From an optimization exercise on the open Yosys and OpenROAD flow, aimed at small area, a short achievable clock period and few clock cycles per item; shortcuts taken in it are not production practice. Function was checked by simulation only, so behaviour that the tests miss may differ from the original. No activity file was given, so power comes from the tool's default toggle rates.

==> flow/design.v <==
package lsuOutPkg;
	localparam int ADDR_WIDTH = 32;
	localparam int WORD_BYTES = 4;
	localparam int SEGMENT_BYTES = 64;
	localparam int SEGMENT_WORDS = SEGMENT_BYTES / WORD_BYTES;
	localparam int WORD_INDEX_WIDTH = $clog2(SEGMENT_WORDS);
	localparam int BYTE_OFFSET_WIDTH = $clog2(WORD_BYTES);
	localparam int SEGMENT_WIDTH = ADDR_WIDTH - WORD_INDEX_WIDTH - BYTE_OFFSET_WIDTH;
	typedef logic [SEGMENT_WIDTH-1:0] segmentAddr_t;
	typedef logic [WORD_BYTES*8-1:0] word_t;
	typedef logic [SEGMENT_BYTES-1:0] byteMask_t;
	typedef logic [SEGMENT_BYTES*8-1:0] line_t;
	typedef logic [4:0] warpId_t;
	typedef logic [4:0] regId_t;
	typedef union packed {
		logic [ADDR_WIDTH-1:0] raw;
		struct packed {
			segmentAddr_t segment;
			logic [WORD_INDEX_WIDTH-1:0] wordIndex;
			logic [BYTE_OFFSET_WIDTH-1:0] byteOffset;
		} field;
	} laneAddr_u;
endpackage
module laneSelector #(
	parameter int NUM_LANES = 8
) (
	input logic [NUM_LANES-1:0] reqLaneMask_i,
	input logic [NUM_LANES*32-1:0] reqAddr_i,
	input logic reqWrite_i,
	output logic [lsuOutPkg::SEGMENT_WORDS-1:0][NUM_LANES-1:0] sel_o,
	output logic [lsuOutPkg::SEGMENT_WORDS-1:0] wordValid_o,
	output lsuOutPkg::segmentAddr_t segment_o
);
	localparam int WORDS = lsuOutPkg::SEGMENT_WORDS;
	logic [WORDS-1:0][NUM_LANES-1:0] hit;
	always_comb begin
		for (int w = 0; w < WORDS; w++) begin
			for (int i = 0; i < NUM_LANES; i++) begin
				hit[w][i] = reqLaneMask_i[i]
					&& (reqAddr_i[32*i+lsuOutPkg::BYTE_OFFSET_WIDTH +: lsuOutPkg::WORD_INDEX_WIDTH] == w);
			end
		end
		for (int w = 0; w < WORDS; w++) begin
			wordValid_o[w] = |hit[w];
			for (int i = 0; i < NUM_LANES; i++) begin
				sel_o[w][i] = hit[w][i] && reqWrite_i;
				for (int j = i + 1; j < NUM_LANES; j++) begin
					if (hit[w][j]) sel_o[w][i] = 1'b0;
				end
			end
		end
	end
	always_comb begin
		segment_o = '0;
		for (int i = NUM_LANES - 1; i >= 0; i--) begin
			if (reqLaneMask_i[i]) begin
				segment_o = reqAddr_i[32*i+32-lsuOutPkg::SEGMENT_WIDTH +: lsuOutPkg::SEGMENT_WIDTH];
			end
		end
	end
endmodule
module segmentLineBuffer #(
	parameter int NUM_LANES = 8
) (
	input logic [lsuOutPkg::SEGMENT_WORDS-1:0][NUM_LANES-1:0] sel_i,
	input logic [NUM_LANES*32-1:0] laneData_i,
	output lsuOutPkg::line_t lineData_o
);
	always_comb begin
		for (int w = 0; w < lsuOutPkg::SEGMENT_WORDS; w++) begin
			lineData_o[w*32 +: 32] = '0;
			for (int i = 0; i < NUM_LANES; i++) begin
				lineData_o[w*32 +: 32] = lineData_o[w*32 +: 32] | ({32{sel_i[w][i]}} & laneData_i[32*i +: 32]);
			end
		end
	end
endmodule
module lsuOutUnit #(
	parameter int NUM_LANES = 8
) (
	input logic clk,
	input logic reset,
	input logic reqValid_i,
	input logic [NUM_LANES-1:0] reqLaneMask_i,
	input logic [NUM_LANES*32-1:0] reqAddr_i,
	input logic [NUM_LANES*32-1:0] reqData_i,
	input logic [4:0] reqWarp_i,
	input logic [4:0] reqReg_i,
	input logic reqWrite_i,
	output logic lsuBusy_o,
	input logic memReady_i,
	output logic memReq_o,
	output logic [25:0] memAddr_o,
	output logic [63:0] memByteMask_o,
	output logic [511:0] memData_o,
	output logic [4:0] memWarp_o,
	output logic [4:0] memReg_o,
	output logic memWrite_o
);
	logic [lsuOutPkg::SEGMENT_WORDS-1:0][NUM_LANES-1:0] sel;
	logic [lsuOutPkg::SEGMENT_WORDS-1:0] wordValid;
	lsuOutPkg::segmentAddr_t segment;
	logic [lsuOutPkg::SEGMENT_WORDS-1:0] wordValidQ;
	lsuOutPkg::line_t line;
	assign lsuBusy_o = !memReady_i;
	laneSelector #(
		.NUM_LANES(NUM_LANES)
	) i_laneSelector (
		.reqLaneMask_i(reqLaneMask_i),
		.reqAddr_i(reqAddr_i),
		.reqWrite_i(reqWrite_i),
		.sel_o(sel),
		.wordValid_o(wordValid),
		.segment_o(segment)
	);
	segmentLineBuffer #(
		.NUM_LANES(NUM_LANES)
	) i_segmentLineBuffer (
		.sel_i(sel),
		.laneData_i(reqData_i),
		.lineData_o(line)
	);
	always_ff @(posedge clk) begin
		if (reset) begin
			memReq_o <= 1'b0;
		end else begin
			memReq_o <= reqValid_i && memReady_i && (|reqLaneMask_i);
		end
	end
	always_ff @(posedge clk) begin
		wordValidQ <= wordValid;
		memData_o <= line;
		memAddr_o <= segment;
		memWarp_o <= reqWarp_i;
		memReg_o <= reqReg_i;
		memWrite_o <= reqWrite_i;
	end
	always_comb begin
		for (int w = 0; w < lsuOutPkg::SEGMENT_WORDS; w++) begin
			memByteMask_o[w*lsuOutPkg::WORD_BYTES +: lsuOutPkg::WORD_BYTES] = {lsuOutPkg::WORD_BYTES{wordValidQ[w]}};
		end
	end
endmodule
Settings: LEC_CHECK=0, CAP_MARGIN=20, CORE_AREA=4 4 396 396, DIE_AREA=0 0 400 400, PLACE_DENSITY=0.35, SETUP_SLACK_MARGIN=2.9, SLEW_MARGIN=20, SYNTH_HIERARCHICAL=1, TNS_END_PERCENT=0; clock period 5.5 ns.
standard.sh (not shown) runs the stock make flow with config.mk's settings and CLKGATE_MAP_FILE= SYNTH_SCRIPT=/design/flow/synth_recipe.tcl, a recipe that flattens the netlist after the stock synthesis.
==> flow/flow/run.sh <==
#!/bin/bash
# Standard layout, with plain buf_1 cells as the port buffers instead of the
# delay-cell buffers buffer_ports picks by default.
set -euo pipefail
bash standard.sh 'BUFFER_PORTS_ARGS=-buffer_cell sky130_fd_sc_hd__buf_1' finish > flow.log 2>&1
The baseline completed without violations.
Testbench counts at the start, summed over its fixed seeds: cycles 3,535, items 3,200.
Edit:
--- a/flow/design.v
+++ b/flow/design.v
@@ -58,21 +58,23 @@
 			end
 		end
 	end
 endmodule
 module segmentLineBuffer #(
-	parameter int NUM_LANES = 8
+	parameter int NUM_LANES = 8,
+	parameter int BIT_LO = 0,
+	parameter int BITS = 32
 ) (
 	input logic [lsuOutPkg::SEGMENT_WORDS-1:0][NUM_LANES-1:0] sel_i,
 	input logic [NUM_LANES*32-1:0] laneData_i,
-	output lsuOutPkg::line_t lineData_o
+	output logic [lsuOutPkg::SEGMENT_WORDS*BITS-1:0] lineData_o
 );
 	always_comb begin
 		for (int w = 0; w < lsuOutPkg::SEGMENT_WORDS; w++) begin
-			lineData_o[w*32 +: 32] = '0;
+			lineData_o[w*BITS +: BITS] = '0;
 			for (int i = 0; i < NUM_LANES; i++) begin
-				lineData_o[w*32 +: 32] = lineData_o[w*32 +: 32] | ({32{sel_i[w][i]}} & laneData_i[32*i +: 32]);
+				lineData_o[w*BITS +: BITS] = lineData_o[w*BITS +: BITS] | ({BITS{sel_i[w][i]}} & laneData_i[32*i+BIT_LO +: BITS]);
 			end
 		end
 	end
 endmodule
 module lsuOutUnit #(
@@ -101,27 +103,59 @@
 	logic [lsuOutPkg::SEGMENT_WORDS-1:0] wordValid;
 	lsuOutPkg::segmentAddr_t segment;
 	logic [lsuOutPkg::SEGMENT_WORDS-1:0] wordValidQ;
 	lsuOutPkg::line_t line;
 	assign lsuBusy_o = !memReady_i;
+	logic [lsuOutPkg::SEGMENT_WORDS-1:0][NUM_LANES-1:0] selHi;
+	logic [lsuOutPkg::SEGMENT_WORDS-1:0] wordValidHi;
+	lsuOutPkg::segmentAddr_t segmentHi;
+	logic [lsuOutPkg::SEGMENT_WORDS*16-1:0] lineLo;
+	logic [lsuOutPkg::SEGMENT_WORDS*16-1:0] lineHi;
 	laneSelector #(
 		.NUM_LANES(NUM_LANES)
-	) i_laneSelector (
+	) i_laneSelectorLo (
 		.reqLaneMask_i(reqLaneMask_i),
 		.reqAddr_i(reqAddr_i),
 		.reqWrite_i(reqWrite_i),
 		.sel_o(sel),
 		.wordValid_o(wordValid),
 		.segment_o(segment)
 	);
+	laneSelector #(
+		.NUM_LANES(NUM_LANES)
+	) i_laneSelectorHi (
+		.reqLaneMask_i(reqLaneMask_i),
+		.reqAddr_i(reqAddr_i),
+		.reqWrite_i(reqWrite_i),
+		.sel_o(selHi),
+		.wordValid_o(wordValidHi),
+		.segment_o(segmentHi)
+	);
 	segmentLineBuffer #(
-		.NUM_LANES(NUM_LANES)
-	) i_segmentLineBuffer (
+		.NUM_LANES(NUM_LANES),
+		.BIT_LO(0),
+		.BITS(16)
+	) i_segmentLineBufferLo (
 		.sel_i(sel),
 		.laneData_i(reqData_i),
-		.lineData_o(line)
+		.lineData_o(lineLo)
 	);
+	segmentLineBuffer #(
+		.NUM_LANES(NUM_LANES),
+		.BIT_LO(16),
+		.BITS(16)
+	) i_segmentLineBufferHi (
+		.sel_i(selHi),
+		.laneData_i(reqData_i),
+		.lineData_o(lineHi)
+	);
+	always_comb begin
+		for (int w = 0; w < lsuOutPkg::SEGMENT_WORDS; w++) begin
+			line[w*32 +: 16] = lineLo[w*16 +: 16];
+			line[w*32+16 +: 16] = lineHi[w*16 +: 16];
+		end
+	end
 	always_ff @(posedge clk) begin
 		if (reset) begin
 			memReq_o <= 1'b0;
 		end else begin
 			memReq_o <= reqValid_i && memReady_i && (|reqLaneMask_i);
Effect: Total power climbs by 0.66%. Setup slack is better by 75 ps. Via count climbs by 4.3%. Count of clock-buffer cells in the layout climbs by 3. Routed wire length drops by 8.0%. Worst hold slack is better by 19 ps. Flip-flop and latch count is unchanged. Utilization climbs by 2.5 points. Die area is unchanged. First-iteration DRC count drops by 14%. Design area climbs by 7.6%. Clock power drops by 5.5%.
Testbench counts after the change, summed over its fixed seeds: cycles 3,535, items 3,200.

port drivers added, routing unchanged:
In the flow no input, the clock included, has a driving cell. The finished layouts below were timed again as built, in two steps.
Step 1 sets driving cells, clkbuf_16 on the clock port and buf_2 on the other inputs (assumed; they add their load-dependent delay and slew).
Step 2 adds t to the input delays and takes it off the output delays; t is the mean of the earliest and latest rising clock arrival at the registers after step 1. Input paths then give back, and output paths get back, about the clock's delay inside the block.
Slacks: ideal ports / drivers / drivers and shift; pairs: ideal ports / drivers.
| run | t (ns) | setup WS [ns] | worst setup path after step 2 | clock arrival spread, ns | worst slew at a driven data input, ns |
|---|---|---|---|---|---|
| the first run | 0.806 | 2.576 / 2.477 / 1.671 | input to register | 0.031 / 0.032 | 0.37 |
| the second run | 0.778 | 2.650 / 2.544 / 1.765 | input to register | 0.048 / 0.047 | 0.24 |
After both steps setup and hold are still met in every run listed. For the first run, which loses most, drivers alone change the setup slack by -0.099 ns; drivers and shift together by -0.905 ns.
